From an optimization exercise on the open Yosys and OpenROAD flow, aimed at small area, a short achievable clock period and few clock cycles per item; shortcuts taken in it are not production practice.
Where RTL was checked, it was by simulation tests only, not by an equivalence proof against the original.
No activity file was given, so power comes from the tool's default toggle rates.

Setup of PW:
==> flow/design.v <==
`default_nettype none
`default_nettype wire
`default_nettype none
package cpu_pkg;
    typedef logic [16-1:0]  word_t;
    typedef logic [16-1:0]  addr_t;
    typedef logic [25-1:0] dram_addr_t;
    typedef logic [3:0]                  reg_idx_t;
    typedef enum logic [3:0] {
        OP_ADD  = 4'd0,
        OP_SUB  = 4'd1,
        OP_AND  = 4'd2,
        OP_OR   = 4'd3,
        OP_XOR  = 4'd4,
        OP_SHL  = 4'd5,
        OP_SHR  = 4'd6,
        OP_ADDI = 4'd7,
        OP_LDI  = 4'd8,
        OP_LD   = 4'd9,
        OP_ST   = 4'd10,
        OP_BRZ  = 4'd11
    } opcode_e;
    typedef enum logic [2:0] {
        IDLE,
        FETCH_INSTR,
        WAIT_INSTR,
        INSTR_OUT,
        FETCH_DATA,
        WAIT_DATA,
        DATA_OUT
    } seq_state_e;
endpackage
`default_nettype wire
`timescale 1ns/1ps
`default_nettype none
module cpu_top (
    input  wire         clk,
    input  wire         rst,
    output logic [24:0] dram_addr,
    output logic        dram_write_en,
    output logic [15:0] dram_write_data,
    input  wire  [15:0] dram_read_data,
    output logic [15:0] pc,
    output logic        retire
);
    logic [15:0] regs [16];
    logic [15:0] rv;                  
    logic [15:0] zf;                  
    logic [15:0] fa;                  
    logic        f0, f1, f2;          
    logic        lq0, lq1, lq2;       
    logic [3:0]  lq0_rd, lq1_rd, lq2_rd;
    logic        ev;                  
    logic        ei;                  
    logic        e_addsub, e_sub, e_and, e_or, e_xor, e_shl, e_shr, e_passb;
    logic        e_ld, e_st, e_wr;    
    logic        e_mem;               
    logic        e_taken;             
    logic        e_skip1, e_skip2;    
    logic        e_redir;             
    logic [3:0]  e_rd;
    logic [15:0] e_a, e_b;            
    logic        s_mem;               
    logic        st_wen;              
    logic        s_tgt;               
    logic        s_fa;                
    logic [15:0] e_res;
    logic [15:0] e_sum;
    logic [15:0] e_bx;
    logic [15:0] e_p, e_g;
    logic [15:0] e_shx, e_shy, e_shyr;
    logic [15:0] e_other;
    logic        res_zero;
    logic        e_wen;
    logic        smc_hit;
    logic        flush;
    logic [15:0] pc1;
    assign e_bx    = e_b ^ {16{e_sub}};
    assign e_sum   = e_a + e_bx + {15'd0, e_sub};
    assign e_p     = e_a ^ e_bx;
    assign e_g     = e_a & e_bx;
    always_comb begin
        for (int i = 0; i < 16; i++) e_shx[i] = e_shr ? e_a[15 - i] : e_a[i];
    end
    assign e_shy = e_shx << e_b[3:0];
    always_comb begin
        for (int i = 0; i < 16; i++) e_shyr[i] = e_shy[15 - i];
    end
    assign e_other = ({16{e_and}}   & e_g)         |
                     ({16{e_or}}    & (e_p | e_g)) |
                     ({16{e_xor}}   & e_p)         |
                     ({16{e_shl}}   & e_shy)       |
                     ({16{e_shr}}   & e_shyr)      |
                     ({16{e_passb}} & e_b);
    assign e_res   = e_addsub ? e_sum : e_other;
    logic [15:0] zk;
    logic [15:0] m_l;
    logic        z_as, z_and, z_or, z_xor, z_sh, z_pb;
    assign zk    = {e_p[14:0] | e_g[14:0], e_sub};
    assign z_as  = (e_p == zk);
    assign z_and = (e_g == 16'h0000);
    assign z_or  = ((e_p | e_g) == 16'h0000);
    assign z_xor = (e_p == 16'h0000);
    always_comb begin
        for (int i = 0; i < 16; i++) begin
            m_l[i] = (5'(i) + {1'b0, e_b[3:0]}) <= 5'd15;    
        end
    end
    assign z_sh  = ((e_shx & m_l) == 16'h0000);
    assign z_pb  = (e_b == 16'h0000);
    assign res_zero = (e_addsub & z_as) | (e_and & z_and) | (e_or & z_or) | (e_xor & z_xor) |
                      ((e_shl | e_shr) & z_sh) | (e_passb & z_pb);
    assign e_wen   = (ev && e_wr) || ei;
    assign pc1     = pc + 16'd1;
    assign smc_hit = (e_a[15:2] == pc[15:2]) || (e_a[15:2] == fa[15:2]) ||
                     ((e_a == 16'h0000) && (pc >= 16'hF7FC));
    assign flush   = st_wen && smc_hit;
    assign dram_addr       = {9'd0, ({16{s_mem}}         & e_a) |
                                    ({16{s_tgt}}         & e_b) |
                                    ({16{s_fa}}          & fa)};
    assign dram_write_en   = st_wen;
    assign dram_write_data = e_b;
    assign retire          = ev;
    logic [15:0] ins;
    logic [3:0]  d_op, d_rd, d_rs, d_rt;
    logic        d_uses_rs, d_uses_rt, d_br, d_wr, d_mem;
    logic        haz;
    logic        kill_d;
    logic        go;
    logic        replay;
    logic [15:0] d_addr;
    logic [15:0] d_tgt;
    logic [15:0] ra, rb;
    logic        rz;
    assign ins  = dram_read_data;
    assign d_op = ins[15:12];
    assign d_rd = ins[11:8];
    assign d_rs = ins[7:4];
    assign d_rt = ins[3:0];
    assign d_uses_rs = (d_op <= 4'd7) || (d_op == 4'd9) || (d_op == 4'd10);
    assign d_uses_rt = (d_op <= 4'd6) || (d_op == 4'd10);
    assign d_br      = (d_op == 4'd11);
    assign d_wr      = (d_op <= 4'd9);
    assign d_mem     = (d_op == 4'd9) || (d_op == 4'd10);
    function automatic logic clash(input logic v, input logic [3:0] r,
                                   input logic urs, input logic urt, input logic ubr,
                                   input logic uwr, input logic [3:0] s, input logic [3:0] t,
                                   input logic [3:0] d);
        clash = v && ((urs && s == r) || (urt && t == r) || ((ubr || uwr) && d == r));
    endfunction
    assign haz = clash(e_ld, e_rd,   d_uses_rs, d_uses_rt, d_br, d_wr, d_rs, d_rt, d_rd) ||
                 clash(lq0,  lq0_rd, d_uses_rs, d_uses_rt, d_br, d_wr, d_rs, d_rt, d_rd) ||
                 clash(lq1,  lq1_rd, d_uses_rs, d_uses_rt, d_br, d_wr, d_rs, d_rt, d_rd);
    assign e_redir = e_taken && !e_skip1 && !e_skip2;
    assign kill_d  = e_taken || flush;
    assign go     = f2 && !kill_d && !haz;
    assign replay = f2 && !kill_d && haz;
    assign d_addr = ev ? pc1 : pc;
    assign d_tgt  = d_addr + 16'd1 + {{8{ins[7]}}, ins[7:0]};
    logic [15:0] sel_s, sel_t, sel_d;
    logic [15:0] rf_s, rf_t;
    logic        rf_z;
    always_comb begin
        rf_s = 16'h0000;
        rf_t = 16'h0000;
        rf_z = 1'b0;
        for (int i = 0; i < 16; i++) begin
            sel_s[i] = rv[i] && (d_rs == 4'(i));
            sel_t[i] = rv[i] && (d_rt == 4'(i));
            sel_d[i] = (d_rd == 4'(i));
            rf_s = rf_s | ({16{sel_s[i]}} & regs[i]);
            rf_t = rf_t | ({16{sel_t[i]}} & regs[i]);
            rf_z = rf_z | (sel_d[i] && (!rv[i] || zf[i]));
        end
        if (e_wen && e_rd == d_rs) ra = e_res;
        else                       ra = rf_s;
        if (e_wen && e_rd == d_rt) rb = e_res;
        else                       rb = rf_t;
        if (e_wen && e_rd == d_rd) rz = res_zero;
        else                       rz = rf_z;
    end
    logic [15:0] fa_next;
    logic [15:0] tgt1, fa1;
    logic        d_taken;
    logic        d_skip1, d_skip2;
    logic        d_tgt_ok;
    assign tgt1 = e_b + 16'd1;
    assign fa1  = fa + 16'd1;
    always_comb begin
        if (e_redir)               fa_next = tgt1;
        else if (flush || replay)  fa_next = d_addr;
        else if (!e_mem)           fa_next = fa1;
        else                       fa_next = fa;
    end
    assign d_taken  = go && d_br && rz;
    assign d_skip1  = (ins[7:0] == 8'd1) && f1;
    assign d_skip2  = (ins[7:0] == 8'd2) && f1 && f0;
    assign d_tgt_ok = (d_tgt[15:11] != 5'b11111);
    always_ff @(posedge clk) begin
        if (!rst) begin
            pc      <= 16'h0000;
            fa      <= 16'h0000;
            f0      <= 1'b0;
            f1      <= 1'b0;
            f2      <= 1'b0;
            lq0     <= 1'b0;
            lq1     <= 1'b0;
            lq2     <= 1'b0;
            ev      <= 1'b0;
            ei      <= 1'b0;
            e_ld    <= 1'b0;
            e_st    <= 1'b0;
            e_mem   <= 1'b0;
            e_taken <= 1'b0;
            e_skip1 <= 1'b0;
            e_skip2 <= 1'b0;
            s_mem   <= 1'b0;
            st_wen  <= 1'b0;
            s_tgt   <= 1'b0;
            s_fa    <= 1'b1;
            rv      <= 16'h0000;
        end else begin
            if (ev) pc <= e_taken ? e_b : pc1;
            fa <= fa_next;
            if (e_redir) begin
                f0 <= 1'b1;
                f1 <= 1'b0;
                f2 <= 1'b0;
            end else if (flush || replay) begin
                f0 <= 1'b0;
                f1 <= 1'b0;
                f2 <= 1'b0;
            end else begin
                f0 <= !e_mem;
                f1 <= f0;
                f2 <= f1 && !e_skip2;
            end
            lq0 <= e_ld;
            lq1 <= lq0;
            lq2 <= lq1;
            ev      <= go;
            ei      <= lq2;
            e_ld    <= go && (d_op == 4'd9);
            e_st    <= go && (d_op == 4'd10);
            e_mem   <= go && d_mem;
            e_taken <= d_taken;
            e_skip1 <= d_taken && d_skip1;
            e_skip2 <= d_taken && d_skip2;
            s_mem   <= go && d_mem && (ra[15:11] != 5'b11111);
            st_wen  <= go && (d_op == 4'd10) && (ra[15:11] != 5'b11111);
            s_tgt   <= d_taken && !d_skip1 && !d_skip2 && d_tgt_ok;
            s_fa    <= !(go && d_mem) && !(d_taken && !d_skip1 && !d_skip2) &&
                       (fa_next[15:11] != 5'b11111);
            if (e_wen) rv[e_rd] <= 1'b1;
        end
    end
    always_ff @(posedge clk) begin
        lq0_rd <= e_rd;
        lq1_rd <= lq0_rd;
        lq2_rd <= lq1_rd;
        if (e_wen) begin
            regs[e_rd] <= e_res;
            zf[e_rd]   <= res_zero;
        end
        e_addsub <= !lq2 && ((d_op == 4'd0) || (d_op == 4'd1) || (d_op == 4'd7));
        e_sub    <= !lq2 && (d_op == 4'd1);
        e_and    <= !lq2 && (d_op == 4'd2);
        e_or     <= !lq2 && (d_op == 4'd3);
        e_xor    <= !lq2 && (d_op == 4'd4);
        e_shl    <= !lq2 && (d_op == 4'd5);
        e_shr    <= !lq2 && (d_op == 4'd6);
        e_passb  <= lq2 || (d_op == 4'd8);
        e_wr     <= (d_op <= 4'd8);
        e_rd     <= lq2 ? lq2_rd : d_rd;
        e_a      <= ra;
        if (lq2)                 e_b <= dram_read_data;
        else if (d_op == 4'd7)   e_b <= {{12{ins[3]}}, ins[3:0]};
        else if (d_op == 4'd8)   e_b <= {8'h00, ins[7:0]};
        else if (d_br)           e_b <= d_tgt;
        else                     e_b <= rb;
    end
endmodule
`default_nettype wire
make LEC_CHECK=0 CAP_MARGIN=20 CORE_MARGIN=2 CORE_UTILIZATION=40 PLACE_DENSITY=0.6 SETUP_SLACK_MARGIN=3.8 SLEW_MARGIN=20 finish   # period 7.5 ns
run.sh (not shown) runs the stock make flow with config.mk's settings and CLKGATE_MAP_FILE= SYNTH_SCRIPT=/design/flow/synth_recipe.tcl, a recipe that flattens the netlist after the stock synthesis.
Testbench counts of PW, summed over its fixed seeds: cycles 53,226, instructions 38,400.
Input changes introduced in TR (baseline for comparison: PW):
diff --git a/flow/design.v b/flow/design.v
--- a/flow/design.v
+++ b/flow/design.v
@@ -50,11 +50,11 @@
     logic        f0, f1, f2;          
     logic        lq0, lq1, lq2;       
     logic [3:0]  lq0_rd, lq1_rd, lq2_rd;
     logic        ev;                  
     logic        ei;                  
-    logic        e_addsub, e_sub, e_and, e_or, e_xor, e_shl, e_shr, e_passb;
+    logic        e_addsub, e_sub, e_and, e_or, e_xor, e_shl, e_shr, e_passa;
     logic        e_ld, e_st, e_wr;    
     logic        e_mem;               
     logic        e_taken;             
     logic        e_skip1, e_skip2;    
     logic        e_redir;             
@@ -89,15 +89,15 @@
     assign e_other = ({16{e_and}}   & e_g)         |
                      ({16{e_or}}    & (e_p | e_g)) |
                      ({16{e_xor}}   & e_p)         |
                      ({16{e_shl}}   & e_shy)       |
                      ({16{e_shr}}   & e_shyr)      |
-                     ({16{e_passb}} & e_b);
+                     ({16{e_passa}} & e_a);
     assign e_res   = e_addsub ? e_sum : e_other;
     logic [15:0] zk;
     logic [15:0] m_l;
-    logic        z_as, z_and, z_or, z_xor, z_sh, z_pb;
+    logic        z_as, z_and, z_or, z_xor, z_sh, z_pa;
     assign zk    = {e_p[14:0] | e_g[14:0], e_sub};
     assign z_as  = (e_p == zk);
     assign z_and = (e_g == 16'h0000);
     assign z_or  = ((e_p | e_g) == 16'h0000);
     assign z_xor = (e_p == 16'h0000);
@@ -105,13 +105,13 @@
         for (int i = 0; i < 16; i++) begin
             m_l[i] = (5'(i) + {1'b0, e_b[3:0]}) <= 5'd15;    
         end
     end
     assign z_sh  = ((e_shx & m_l) == 16'h0000);
-    assign z_pb  = (e_b == 16'h0000);
+    assign z_pa  = (e_a == 16'h0000);
     assign res_zero = (e_addsub & z_as) | (e_and & z_and) | (e_or & z_or) | (e_xor & z_xor) |
-                      ((e_shl | e_shr) & z_sh) | (e_passb & z_pb);
+                      ((e_shl | e_shr) & z_sh) | (e_passa & z_pa);
     assign e_wen   = (ev && e_wr) || ei;
     assign pc1     = pc + 16'd1;
     assign smc_hit = (e_a[15:2] == pc[15:2]) || (e_a[15:2] == fa[15:2]) ||
                      ((e_a == 16'h0000) && (pc >= 16'hF7FC));
     assign flush   = st_wen && smc_hit;
@@ -267,17 +267,17 @@
         e_and    <= !lq2 && (d_op == 4'd2);
         e_or     <= !lq2 && (d_op == 4'd3);
         e_xor    <= !lq2 && (d_op == 4'd4);
         e_shl    <= !lq2 && (d_op == 4'd5);
         e_shr    <= !lq2 && (d_op == 4'd6);
-        e_passb  <= lq2 || (d_op == 4'd8);
+        e_passa  <= lq2 || (d_op == 4'd8);
         e_wr     <= (d_op <= 4'd8);
         e_rd     <= lq2 ? lq2_rd : d_rd;
-        e_a      <= ra;
-        if (lq2)                 e_b <= dram_read_data;
-        else if (d_op == 4'd7)   e_b <= {{12{ins[3]}}, ins[3:0]};
-        else if (d_op == 4'd8)   e_b <= {8'h00, ins[7:0]};
+        if (lq2)                 e_a <= dram_read_data;
+        else if (d_op == 4'd8)   e_a <= {8'h00, ins[7:0]};
+        else                     e_a <= ra;
+        if (d_op == 4'd7)        e_b <= {{12{ins[3]}}, ins[3:0]};
         else if (d_br)           e_b <= d_tgt;
         else                     e_b <= rb;
     end
 endmodule
 `default_nettype wire
TR ended with every stage complete and zero timing, DRC or antenna violations. Having completed the whole flow, PW delivered a layout that passed the timing, design-rule and antenna checks. PW → TR: global-route track usage on met3 climbed 0.63 points; fraction of the cycle the final worst path needs has increased. TR packs its core looser than PW. Across both runs, detailed-routed wire length on met2 was lower for TR than for PW. Clock power grows slightly when moving from PW to TR.
Function not checked in TR: the RTL went through the layout flow alone.

-- static timing again, ports no longer ideal --
No port has a modelled driver above. Below, the same layouts with a new extraction and two added sets of constraints.
Step 1, drivers: a clkbuf_16 drives clk and a buf_2 each remaining input, both assumed.
Step 2 also shifts input and output timing later by t, the mid clock arrival at the registers, as if the neighbouring blocks saw the same clock.
Slacks: ideal ports / drivers / drivers and shift; pairs: ideal ports / drivers.
run | shift t [ns] | setup WS [ns] | worst setup path at the end | worst register clock-pin slew, ns
PW | 0.638 | 3.812 / 3.748 / 3.215 | input to register | 0.07 / 0.07
TR | 0.637 | 3.775 / 3.743 / 3.107 | input to register | 0.07 / 0.07
After both steps setup and hold are still met in every run listed. The setup slack of TR, which loses most, moves by -0.032 ns with the drivers and by -0.668 ns with both steps.
